Background: an optimization exercise with open tools, aiming at small area, a short achievable clock period and few clock cycles per item. Do not read the settings as production practice. RTL that was checked went through simulation tests only; none was proved equivalent to the original. No activity file was given, so power comes from the tool's default toggle rates.

==> module modular_exponentiation_unit, before the edit <==
module modular_exponentiation_unit
#(
    parameter int VALUE_WIDTH = 32
) (
    input  wire logic                   i_clk,
    input  wire logic                   i_rst_n,
    input  wire logic                   i_start,
    input  wire logic [VALUE_WIDTH-1:0] i_base_value,
    input  wire logic                   i_is_last,
    output logic                        o_busy,
    output logic                        o_done,
    output logic [VALUE_WIDTH-1:0]      o_power_value,
    output logic                        o_last_out,
    input  wire logic                   i_cfg_we,
    input  wire logic [modexp_pkg::CFG_IDX_W-1:0]  i_cfg_index,
    input  wire logic [modexp_pkg::CFG_DATA_W-1:0] i_cfg_data
);
    localparam int W = VALUE_WIDTH;
    logic [W-1:0] r_exponent, r_modulus_n, exponent;    
    logic         r_exp_rst;    
    always_ff @(posedge i_clk) begin
        if (!i_rst_n) begin
            r_modulus_n <= ~modexp_pkg::MODULUS_RESET[W-1:0];
        end else if (i_cfg_we && i_cfg_index == modexp_pkg::CFG_MODULUS) begin
            r_modulus_n <= ~i_cfg_data[W-1:0];
        end
        if (!i_rst_n) begin
            r_exp_rst  <= 1'b1;
        end else if (i_cfg_we && i_cfg_index == modexp_pkg::CFG_EXPONENT) begin
            r_exp_rst  <= 1'b0;
        end
        if (i_rst_n && i_cfg_we && i_cfg_index == modexp_pkg::CFG_EXPONENT) begin
            r_exponent <= i_cfg_data[W-1:0];
        end
    end
    assign exponent = r_exp_rst ? modexp_pkg::EXPONENT_RESET[W-1:0] : r_exponent;
    logic       exp_lt2, mod_lt2, exp_bit;
    logic [4:0] j, cnt;
    logic       idle, init, run, mul, last, next_mul, fast_red;
    assign exp_lt2 = (exponent[W-1:1] == '0);
    assign mod_lt2 = &r_modulus_n[W-1:1];
    assign exp_bit = exponent[j];
    modexp_ctrl #(
        .VALUE_WIDTH(VALUE_WIDTH)
    ) u_ctrl (
        .i_clk      (i_clk),
        .i_rst_n    (i_rst_n),
        .i_start    (i_start),
        .i_exp_lt2  (exp_lt2),
        .i_mod_lt2  (mod_lt2),
        .i_exp_bit  (exp_bit),
        .i_mod_msb  (!r_modulus_n[W-1]),
        .o_j        (j),
        .o_cnt      (cnt),
        .o_idle     (idle),
        .o_init     (init),
        .o_run      (run),
        .o_mul      (mul),
        .o_last     (last),
        .o_next_mul (next_mul),
        .o_fast_red (fast_red),
        .i_sq_first (sq_first),
        .i_acc_lz   (acc_lz),
        .o_busy     (o_busy),
        .o_done     (o_done)
    );
    logic [W-1:0] r_base, r_acc, r_p;
    logic         r_a_bit, r_tag, r_first, r_keep;
    logic [W-1:0] base_d, p_next, b_op;
    logic         r_first_step, a_other;
    logic         sq_first;
    logic [1:0]   acc_lz;
    assign sq_first = run && r_first_step && !mul;
    assign acc_lz   = r_acc[W-1] ? 2'd0 : r_acc[W-2] ? 2'd1 : r_acc[W-3] ? 2'd2 : 2'd3;
    logic         acc_bit;
    assign b_op = r_acc;
    modexp_dp #(
        .VALUE_WIDTH(VALUE_WIDTH)
    ) u_dp (
        .i_p      (r_p),
        .i_b      (b_op),
        .i_a_bit  (r_a_bit),
        .i_m_n    (r_modulus_n),
        .i_keep   (r_keep),
        .o_p_next (p_next)
    );
    always_comb begin
        if (idle)            base_d = i_base_value;
        else if (run && mul && !(r_first && !r_modulus_n[W-1]))
                             base_d = {r_base[W-2:0], r_base[W-1]};
        else                 base_d = r_base;
    end
    assign acc_bit = r_acc[5'd30 - cnt];
    always_comb begin
        if (fast_red)      a_other = r_base[0];
        else if (next_mul) a_other = base_d[W-1];
        else if (sq_first) a_other = r_acc[5'd30 - {3'd0, acc_lz}];
        else if (run)      a_other = acc_bit;
        else               a_other = 1'b0;
    end
    always_ff @(posedge i_clk) begin
        r_base <= base_d;
        if (idle) begin
            r_tag <= i_is_last;
        end
        if (init) begin
            r_keep <= exp_lt2;
        end
        if (init) begin
            r_first <= 1'b1;
        end else if (last) begin
            r_first <= 1'b0;
        end
        if (init) begin
            r_acc <= {{(W-1){1'b0}}, !mod_lt2 || exp_lt2};
        end else if (last) begin
            r_acc <= p_next;
        end
        if (fast_red)  r_p <= {1'b0, r_base[W-1:1]};
        else           r_p <= (run && !last) ? p_next : '0;
        r_first_step <= !(run && !last);
        r_a_bit <= (last && !next_mul) ? |p_next[W-1:W-4] : a_other;
    end
    assign o_power_value = r_acc;
    assign o_last_out    = r_tag;
endmodule
Settings: LEC_CHECK=0, CAP_MARGIN=20, CORE_MARGIN=2, CORE_UTILIZATION=40, SETUP_SLACK_MARGIN=4.75, SLEW_MARGIN=20; clock period 9.0 ns.
standard.sh (not shown) runs the stock make flow with config.mk's settings and CLKGATE_MAP_FILE= SYNTH_SCRIPT=/design/flow/synth_recipe.tcl, a recipe that flattens the netlist after the stock synthesis.
==> flow/flow/run.sh <==
#!/bin/bash
# the standard layout, with the port buffers made from the smallest buffer cell
set -euo pipefail
export BUFFER_PORTS_ARGS="-buffer_cell sky130_fd_sc_hd__buf_1"
bash standard.sh > standard.log 2>&1
The baseline went through all stages and came out clean.
Edit:
--- a/flow/design.v
+++ b/flow/design.v
@@ -310,11 +310,11 @@
     logic         sq_first;
     logic [1:0]   acc_lz;
     assign sq_first = run && r_first_step && !mul;
     assign acc_lz   = r_acc[W-1] ? 2'd0 : r_acc[W-2] ? 2'd1 : r_acc[W-3] ? 2'd2 : 2'd3;
     logic         acc_bit;
-    assign b_op = r_acc;
+    assign b_op = r_first ? {{(W-1){1'b0}}, 1'b1} : r_acc;
     modexp_dp #(
         .VALUE_WIDTH(VALUE_WIDTH)
     ) u_dp (
         .i_p      (r_p),
         .i_b      (b_op),
@@ -348,13 +348,11 @@
         if (init) begin
             r_first <= 1'b1;
         end else if (last) begin
             r_first <= 1'b0;
         end
-        if (init) begin
-            r_acc <= {{(W-1){1'b0}}, !mod_lt2 || exp_lt2};
-        end else if (last) begin
+        if (init || last) begin
             r_acc <= p_next;
         end
         if (fast_red)  r_p <= {1'b0, r_base[W-1:1]};
         else           r_p <= (run && !last) ? p_next : '0;
         r_first_step <= !(run && !last);
Outcome: Via count shrinks slightly. Setup slack gets better by 0.10 ns. Critical path depth is lower by 5. Sequential share of layout area goes up by 1.4 points. Utilization went up by 1.1 points. Non-clock buffer count rises by 7. Synthesized cell count came out lower by a few percent. Power is higher by about a fifth. Die area falls slightly. Area after synthesis went down slightly. Design area rose slightly. Hold slack gains 0.012 ns. Clock-buffer cell count came out lower by 1. Combinational power rises by well over a third.
Function was not checked in any run of this note: the RTL went through the layout flow alone.

Setup of before:
The RTL this note starts from:
==> flow/design.v <==
`default_nettype none
package modexp_pkg;
    localparam int CFG_DATA_W = 32;
    localparam int CFG_IDX_W  = 2;
    localparam logic [CFG_IDX_W-1:0] CFG_EXPONENT = 2'd0;
    localparam logic [CFG_IDX_W-1:0] CFG_MODULUS  = 2'd1;
    localparam logic [CFG_DATA_W-1:0] EXPONENT_RESET = 32'd17;
    localparam logic [CFG_DATA_W-1:0] MODULUS_RESET  = 32'd3233;
endpackage
`default_nettype wire
`default_nettype none
module modexp_ctrl
#(
    parameter int VALUE_WIDTH = 32
) (
    input  wire logic       i_clk,
    input  wire logic       i_rst_n,
    input  wire logic       i_start,
    input  wire logic       i_exp_lt2,
    input  wire logic       i_mod_lt2,
    input  wire logic       i_exp_bit,     
    input  wire logic       i_mod_msb,     
    output logic [4:0]      o_j,           
    output logic [4:0]      o_cnt,         
    output logic            o_idle,        
    output logic            o_init,        
    output logic            o_run,         
    output logic            o_mul,         
    output logic            o_last,        
    output logic            o_next_mul,    
    output logic            o_fast_red,    
    input  wire logic       i_sq_first,    
    input  wire logic [1:0] i_acc_lz,      
    output logic            o_busy,
    output logic            o_done
);
    typedef enum logic [1:0] {
        S_IDLE,
        S_INIT,
        S_SCAN,
        S_RUN
    } t_state;
    t_state     r_state, n_state;
    logic [4:0] r_j, n_j;
    logic [4:0] r_cnt, n_cnt;
    logic       r_mul, n_mul;
    logic       r_busy, n_busy;
    logic       r_done, n_done;
    assign o_last = (r_state == S_RUN) && (r_cnt == 5'd31);
    always_comb begin
        n_state = r_state;
        n_j     = r_j;
        n_cnt   = r_cnt;
        n_mul   = r_mul;
        n_busy  = r_busy;
        n_done  = 1'b0;
        case (r_state)
            S_IDLE: begin
                if (i_start) begin
                    n_state = S_INIT;
                    n_busy  = 1'b1;
                end
            end
            S_INIT: begin
                n_j   = 5'd31;
                n_cnt = 5'd0;
                if (i_exp_lt2) begin
                    n_state = S_RUN;
                    n_mul   = 1'b1;
                    n_cnt   = 5'd31;
                    n_j     = 5'd0;
                end else if (i_mod_lt2) begin
                    n_state = S_IDLE;
                    n_busy  = 1'b0;
                    n_done  = 1'b1;
                end else begin
                    n_state = S_SCAN;
                end
            end
            S_SCAN: begin
                if (i_exp_bit) begin
                    n_state = S_RUN;
                    n_mul   = 1'b1;
                    n_cnt   = i_mod_msb ? 5'd31 : 5'd0;
                end else begin
                    n_j = r_j - 5'd1;
                end
            end
            S_RUN: begin
                n_cnt = i_sq_first ? {3'd0, i_acc_lz} + 5'd1 : r_cnt + 5'd1;
                if (r_cnt == 5'd31) begin
                    if (!r_mul && i_exp_bit) begin
                        n_mul = 1'b1;
                    end else if (r_j == 5'd0) begin
                        n_state = S_IDLE;
                        n_busy  = 1'b0;
                        n_done  = 1'b1;
                    end else begin
                        n_j   = r_j - 5'd1;
                        n_mul = 1'b0;
                    end
                end
            end
            default: begin
                n_state = S_IDLE;
                n_busy  = 1'b0;
            end
        endcase
    end
    always_ff @(posedge i_clk) begin
        if (!i_rst_n) begin
            r_state <= S_IDLE;
            r_busy  <= 1'b0;
            r_done  <= 1'b0;
        end else begin
            r_state <= n_state;
            r_busy  <= n_busy;
            r_done  <= n_done;
        end
        r_j   <= n_j;
        r_cnt <= n_cnt;
        r_mul <= n_mul;
    end
    assign o_j        = r_j;
    assign o_cnt      = r_cnt;
    assign o_idle     = (r_state == S_IDLE);
    assign o_init     = (r_state == S_INIT);
    assign o_run      = (r_state == S_RUN);
    assign o_mul      = r_mul;
    assign o_next_mul = (n_state == S_RUN) && n_mul;
    assign o_fast_red = ((r_state == S_SCAN) && i_exp_bit && i_mod_msb) ||
                        ((r_state == S_INIT) && i_exp_lt2);
    assign o_busy     = r_busy;
    assign o_done     = r_done;
endmodule
`default_nettype wire
`default_nettype none
module modexp_dp
#(
    parameter int VALUE_WIDTH = 32,
    parameter int ADD_ARCH    = 1
) (
    input  wire logic [VALUE_WIDTH-1:0] i_p,       
    input  wire logic [VALUE_WIDTH-1:0] i_b,
    input  wire logic                   i_a_bit,
    input  wire logic [VALUE_WIDTH-1:0] i_m,
    input  wire logic                   i_keep,    
    output logic      [VALUE_WIDTH-1:0] o_p_next
);
    localparam int W = VALUE_WIDTH;
    localparam int X = W + 3;    
    logic [X-1:0] x, y, nm1, nm2;
    logic [X-1:0] s1, c1, s2, c2;
    logic [X-1:0] t0, t1, t2;
    assign x   = {2'b00, i_p, 1'b0};
    assign y   = i_a_bit ? {3'b000, i_b} : '0;
    assign nm1 = ~{3'b000, i_m};
    assign nm2 = ~{2'b00, i_m, 1'b0};
    assign s1 = x ^ y ^ nm1;
    assign c1 = (x & y) | (x & nm1) | (y & nm1);
    assign s2 = x ^ y ^ nm2;
    assign c2 = (x & y) | (x & nm2) | (y & nm2);
    modexp_add #(.N(X), .ARCH(ADD_ARCH)) u_add0 (.i_a(x),  .i_b(y),                   .i_ci(1'b0), .o_sum(t0));
    modexp_add #(.N(X), .ARCH(ADD_ARCH)) u_add1 (.i_a(s1), .i_b({c1[X-2:0], 1'b0}), .i_ci(1'b1), .o_sum(t1));
    modexp_add #(.N(X), .ARCH(ADD_ARCH)) u_add2 (.i_a(s2), .i_b({c2[X-2:0], 1'b0}), .i_ci(1'b1), .o_sum(t2));
    always_comb begin
        if (!t2[X-1] && !i_keep)      o_p_next = t2[W-1:0];
        else if (!t1[X-1] && !i_keep) o_p_next = t1[W-1:0];
        else               o_p_next = t0[W-1:0];
    end
endmodule
module modexp_add
#(
    parameter int N    = 35,
    parameter int ARCH = 0
) (
    input  wire logic [N-1:0] i_a,
    input  wire logic [N-1:0] i_b,
    input  wire logic         i_ci,
    output logic      [N-1:0] o_sum
);
    localparam int L = $clog2(N);
    logic [N-1:0] g0, p0;
    logic [N-1:0] g [0:2*L];
    logic [N-1:0] p [0:2*L];
    logic [N:0]   c;
    assign g0 = i_a & i_b;
    assign p0 = i_a ^ i_b;
    always_comb begin
        for (int l = 0; l <= 2*L; l++) begin
            g[l] = '0;
            p[l] = '0;
        end
        g[0] = g0;
        p[0] = p0;
        g[0][0] = g0[0] | (p0[0] & i_ci);
        if (ARCH == 1) begin
            for (int l = 0; l < L; l++) begin
                g[l+1] = g[l];
                p[l+1] = p[l];
                for (int k = 0; k < N; k++) begin
                    if (((k >> l) & 1) == 1) begin
                        g[l+1][k] = g[l][k] | (p[l][k] & g[l][((k >> l) << l) - 1]);
                        p[l+1][k] = p[l][k] & p[l][((k >> l) << l) - 1];
                    end
                end
            end
            for (int l = L; l < 2*L; l++) begin
                g[l+1] = g[l];
                p[l+1] = p[l];
            end
        end else begin
            for (int l = 0; l < L; l++) begin
                g[l+1] = g[l];
                p[l+1] = p[l];
                for (int k = 0; k < N; k++) begin
                    if ((k % (1 << (l+1))) == (1 << (l+1)) - 1) begin
                        g[l+1][k] = g[l][k] | (p[l][k] & g[l][k - (1 << l)]);
                        p[l+1][k] = p[l][k] & p[l][k - (1 << l)];
                    end
                end
            end
            for (int l = L - 1; l >= 0; l--) begin
                g[2*L-l] = g[2*L-l-1];
                p[2*L-l] = p[2*L-l-1];
                for (int k = 0; k < N; k++) begin
                    if (k >= (1 << (l+1)) && (k % (1 << (l+1))) == (1 << l) - 1) begin
                        g[2*L-l][k] = g[2*L-l-1][k] | (p[2*L-l-1][k] & g[2*L-l-1][k - (1 << l)]);
                        p[2*L-l][k] = p[2*L-l-1][k] & p[2*L-l-1][k - (1 << l)];
                    end
                end
            end
        end
    end
    assign c     = {g[2*L], i_ci};
    assign o_sum = p0 ^ c[N-1:0];
endmodule
`default_nettype wire
`default_nettype none
module modular_exponentiation_unit
#(
    parameter int VALUE_WIDTH = 32
) (
    input  wire logic                   i_clk,
    input  wire logic                   i_rst_n,
    input  wire logic                   i_start,
    input  wire logic [VALUE_WIDTH-1:0] i_base_value,
    input  wire logic                   i_is_last,
    output logic                        o_busy,
    output logic                        o_done,
    output logic [VALUE_WIDTH-1:0]      o_power_value,
    output logic                        o_last_out,
    input  wire logic                   i_cfg_we,
    input  wire logic [modexp_pkg::CFG_IDX_W-1:0]  i_cfg_index,
    input  wire logic [modexp_pkg::CFG_DATA_W-1:0] i_cfg_data
);
    localparam int W = VALUE_WIDTH;
    logic [W-1:0] r_exponent, r_modulus, exponent;
    logic         r_exp_rst;    
    always_ff @(posedge i_clk) begin
        if (!i_rst_n) begin
            r_modulus  <= modexp_pkg::MODULUS_RESET[W-1:0];
        end else if (i_cfg_we && i_cfg_index == modexp_pkg::CFG_MODULUS) begin
            r_modulus  <= i_cfg_data[W-1:0];
        end
        if (!i_rst_n) begin
            r_exp_rst  <= 1'b1;
        end else if (i_cfg_we && i_cfg_index == modexp_pkg::CFG_EXPONENT) begin
            r_exp_rst  <= 1'b0;
        end
        if (i_rst_n && i_cfg_we && i_cfg_index == modexp_pkg::CFG_EXPONENT) begin
            r_exponent <= i_cfg_data[W-1:0];
        end
    end
    assign exponent = r_exp_rst ? modexp_pkg::EXPONENT_RESET[W-1:0] : r_exponent;
    logic       exp_lt2, mod_lt2, exp_bit;
    logic [4:0] j, cnt;
    logic       idle, init, run, mul, last, next_mul, fast_red;
    assign exp_lt2 = (exponent[W-1:1] == '0);
    assign mod_lt2 = (r_modulus[W-1:1] == '0);
    assign exp_bit = exponent[j];
    modexp_ctrl #(
        .VALUE_WIDTH(VALUE_WIDTH)
    ) u_ctrl (
        .i_clk      (i_clk),
        .i_rst_n    (i_rst_n),
        .i_start    (i_start),
        .i_exp_lt2  (exp_lt2),
        .i_mod_lt2  (mod_lt2),
        .i_exp_bit  (exp_bit),
        .i_mod_msb  (r_modulus[W-1]),
        .o_j        (j),
        .o_cnt      (cnt),
        .o_idle     (idle),
        .o_init     (init),
        .o_run      (run),
        .o_mul      (mul),
        .o_last     (last),
        .o_next_mul (next_mul),
        .o_fast_red (fast_red),
        .i_sq_first (sq_first),
        .i_acc_lz   (acc_lz),
        .o_busy     (o_busy),
        .o_done     (o_done)
    );
    logic [W-1:0] r_base, r_acc, r_p;
    logic         r_a_bit, r_tag, r_first, r_keep;
    logic [W-1:0] base_d, p_next, b_op;
    logic         r_first_step, a_other;
    logic         sq_first;
    logic [1:0]   acc_lz;
    assign sq_first = run && r_first_step && !mul;
    assign acc_lz   = r_acc[W-1] ? 2'd0 : r_acc[W-2] ? 2'd1 : r_acc[W-3] ? 2'd2 : 2'd3;
    logic         acc_bit;
    assign b_op = r_first ? {{(W-1){1'b0}}, 1'b1} : r_acc;
    modexp_dp #(
        .VALUE_WIDTH(VALUE_WIDTH)
    ) u_dp (
        .i_p      (r_p),
        .i_b      (b_op),
        .i_a_bit  (r_a_bit),
        .i_m      (r_modulus),
        .i_keep   (r_keep),
        .o_p_next (p_next)
    );
    always_comb begin
        if (idle)            base_d = i_base_value;
        else if (run && mul && !(r_first && r_modulus[W-1]))
                             base_d = {r_base[W-2:0], r_base[W-1]};
        else                 base_d = r_base;
    end
    assign acc_bit = r_acc[5'd30 - cnt];
    always_comb begin
        if (fast_red)      a_other = r_base[0];
        else if (next_mul) a_other = base_d[W-1];
        else if (sq_first) a_other = r_acc[5'd30 - {3'd0, acc_lz}];
        else if (run)      a_other = acc_bit;
        else               a_other = 1'b0;
    end
    always_ff @(posedge i_clk) begin
        r_base <= base_d;
        if (idle) begin
            r_tag <= i_is_last;
        end
        if (init) begin
            r_keep <= exp_lt2;
        end
        if (init) begin
            r_first <= 1'b1;
        end else if (last) begin
            r_first <= 1'b0;
        end
        if (init || last) begin
            r_acc <= p_next;
        end
        if (fast_red)  r_p <= {1'b0, r_base[W-1:1]};
        else           r_p <= (run && !last) ? p_next : '0;
        r_first_step <= !(run && !last);
        r_a_bit <= (last && !next_mul) ? |p_next[W-1:W-4] : a_other;
    end
    assign o_power_value = r_acc;
    assign o_last_out    = r_tag;
endmodule
`default_nettype wire
clock: 9.0 ns
lec_check: 0
cap_margin: 20
core_margin: 2
core_utilization: 40
setup_slack_margin: 5
slew_margin: 20
Scripts as last shown in full above: flow/flow/run.sh
Testbench counts of before, summed over its fixed seeds: cycles 365,233, items 256.
> inputs changed (before -> after)
-- flow/design.v --
<<< before, line 30
    output logic            o_next_mul,    
    output logic            o_fast_red,    
    input  wire logic       i_sq_first,    
    input  wire logic [1:0] i_acc_lz,      
    output logic            o_busy,
    output logic            o_done
>>> after, line 30
    output logic            o_next_mul,    
    output logic            o_fast_red,    
    input  wire logic [2:0] i_p_top,       
    output logic            o_busy,
    output logic            o_done
<<< before, line 88
            end
            S_RUN: begin
                n_cnt = i_sq_first ? {3'd0, i_acc_lz} + 5'd1 : r_cnt + 5'd1;
                if (r_cnt == 5'd31) begin
                    if (!r_mul && i_exp_bit) begin
>>> after, line 87
            end
            S_RUN: begin
                n_cnt = r_cnt + 5'd1;
                if (r_cnt == 5'd31) begin
                    if (!r_mul && i_exp_bit) begin
<<< before, line 99
                        n_j   = r_j - 5'd1;
                        n_mul = 1'b0;
                    end
                end
>>> after, line 98
                        n_j   = r_j - 5'd1;
                        n_mul = 1'b0;
                        n_cnt = i_p_top[2] ? 5'd0 :
                                i_p_top[1] ? 5'd1 :
                                i_p_top[0] ? 5'd2 : 5'd3;
                    end
                end
<<< before, line 141
    parameter int ADD_ARCH    = 1
) (
    input  wire logic [VALUE_WIDTH-1:0] i_p,       
    input  wire logic [VALUE_WIDTH-1:0] i_b,
    input  wire logic                   i_a_bit,
>>> after, line 143
    parameter int ADD_ARCH    = 1
) (
    input  wire logic [VALUE_WIDTH-1:0] i_p,
    input  wire logic [VALUE_WIDTH-1:0] i_b,
    input  wire logic                   i_a_bit,
<<< before, line 299
        .o_next_mul (next_mul),
        .o_fast_red (fast_red),
        .i_sq_first (sq_first),
        .i_acc_lz   (acc_lz),
        .o_busy     (o_busy),
        .o_done     (o_done)
>>> after, line 301
        .o_next_mul (next_mul),
        .o_fast_red (fast_red),
        .i_p_top    (p_next[W-1:W-3]),
        .o_busy     (o_busy),
        .o_done     (o_done)
<<< before, line 307
    logic         r_a_bit, r_tag, r_first, r_keep;
    logic [W-1:0] base_d, p_next, b_op;
    logic         r_first_step, a_other;
    logic         sq_first;
    logic [1:0]   acc_lz;
    assign sq_first = run && r_first_step && !mul;
    assign acc_lz   = r_acc[W-1] ? 2'd0 : r_acc[W-2] ? 2'd1 : r_acc[W-3] ? 2'd2 : 2'd3;
    logic         acc_bit;
    assign b_op = r_first ? {{(W-1){1'b0}}, 1'b1} : r_acc;
>>> after, line 308
    logic         r_a_bit, r_tag, r_first, r_keep;
    logic [W-1:0] base_d, p_next, b_op;
    logic         acc_bit;
    assign b_op = r_first ? {{(W-1){1'b0}}, 1'b1} : r_acc;
<<< before, line 331
    end
    assign acc_bit = r_acc[5'd30 - cnt];
    always_comb begin
        if (fast_red)      a_other = r_base[0];
        else if (next_mul) a_other = base_d[W-1];
        else if (sq_first) a_other = r_acc[5'd30 - {3'd0, acc_lz}];
        else if (run)      a_other = acc_bit;
        else               a_other = 1'b0;
    end
    always_ff @(posedge i_clk) begin
        r_base <= base_d;
>>> after, line 327
    end
    assign acc_bit = r_acc[5'd30 - cnt];
    always_ff @(posedge i_clk) begin
        r_base <= base_d;
<<< before, line 356
        if (fast_red)  r_p <= {1'b0, r_base[W-1:1]};
        else           r_p <= (run && !last) ? p_next : '0;
        r_first_step <= !(run && !last);
        r_a_bit <= (last && !next_mul) ? |p_next[W-1:W-4] : a_other;
    end
    assign o_power_value = r_acc;
>>> after, line 345
        if (fast_red)  r_p <= {1'b0, r_base[W-1:1]};
        else           r_p <= (run && !last) ? p_next : '0;
        if (fast_red)  r_a_bit <= r_base[0];
        else if (next_mul) r_a_bit <= base_d[W-1];
        else if (last) r_a_bit <= |p_next[W-1:W-4];   
        else if (run)  r_a_bit <= acc_bit;
        else           r_a_bit <= 1'b0;
    end
    assign o_power_value = r_acc;
- after was carried through to the last stage, and its layout satisfied the timing, design-rule and antenna checks.
- The run showing the smaller die width is after.
- Changes observed in after relative to before: portion of total power attributed to the clock network moved up; number of placed cells counting well taps moved down; power of the combinational group moved down.
- after -> before: utilization flat
- NOTE: maximum number of pins on one net before global-route repair in after falls short of that of before
- after vs before: mean post-synth cell area down in after
- | non-clock buffer count | after vs before | 8.6% lower |
- The parity-gate share of the synthesized area counting xor and xnor cells on after is in line with that on before.
- Compared after against before; maximum cell stage delay along the critical path within noise.
- Taking before as the reference, in after net count of the mapped netlist went down, total power decreased about 4%.
Testbench counts of after, summed over its fixed seeds: cycles 365,233, items 256.

## re-timing with driven ports
In the flow no input, the clock included, has a driving cell. The finished layouts below were timed again as built, in two steps.
Step 1 (the two cells are an assumption about what drives the block):
set clk [get_ports {i_clk}]
set_driving_cell -lib_cell sky130_fd_sc_hd__clkbuf_16 $clk
set_driving_cell -lib_cell sky130_fd_sc_hd__buf_2 [delete_from_list [all_inputs] $clk]
Step 2 adds t to the input delays and takes it off the output delays; t is the mean of the earliest and latest rising clock arrival at the registers after step 1. Input paths then give back, and output paths get back, about the clock's delay inside the block.
Slacks: ideal ports / drivers / drivers and shift; pairs: ideal ports / drivers.
run | t, ns | slack for setup (ns) | worst setup path after step 2 | slew at the worst register clock pin (ns) | worst slew at a driven data input, ns
the first run of note 1 | 0.491 | 4.661 / 4.661 / 4.661 | register to register | 0.08 / 0.08 | 0.05
the second run of note 1 | 0.516 | 4.762 / 4.762 / 4.762 | register to register | 0.09 / 0.09 | 0.05
before | 0.515 | 4.889 / 4.889 / 4.889 | register to register | 0.08 / 0.08 | 0.05
after | 0.492 | 4.561 / 4.561 / 4.561 | register to register | 0.08 / 0.08 | 0.06
After both steps every run listed still meets setup and hold.
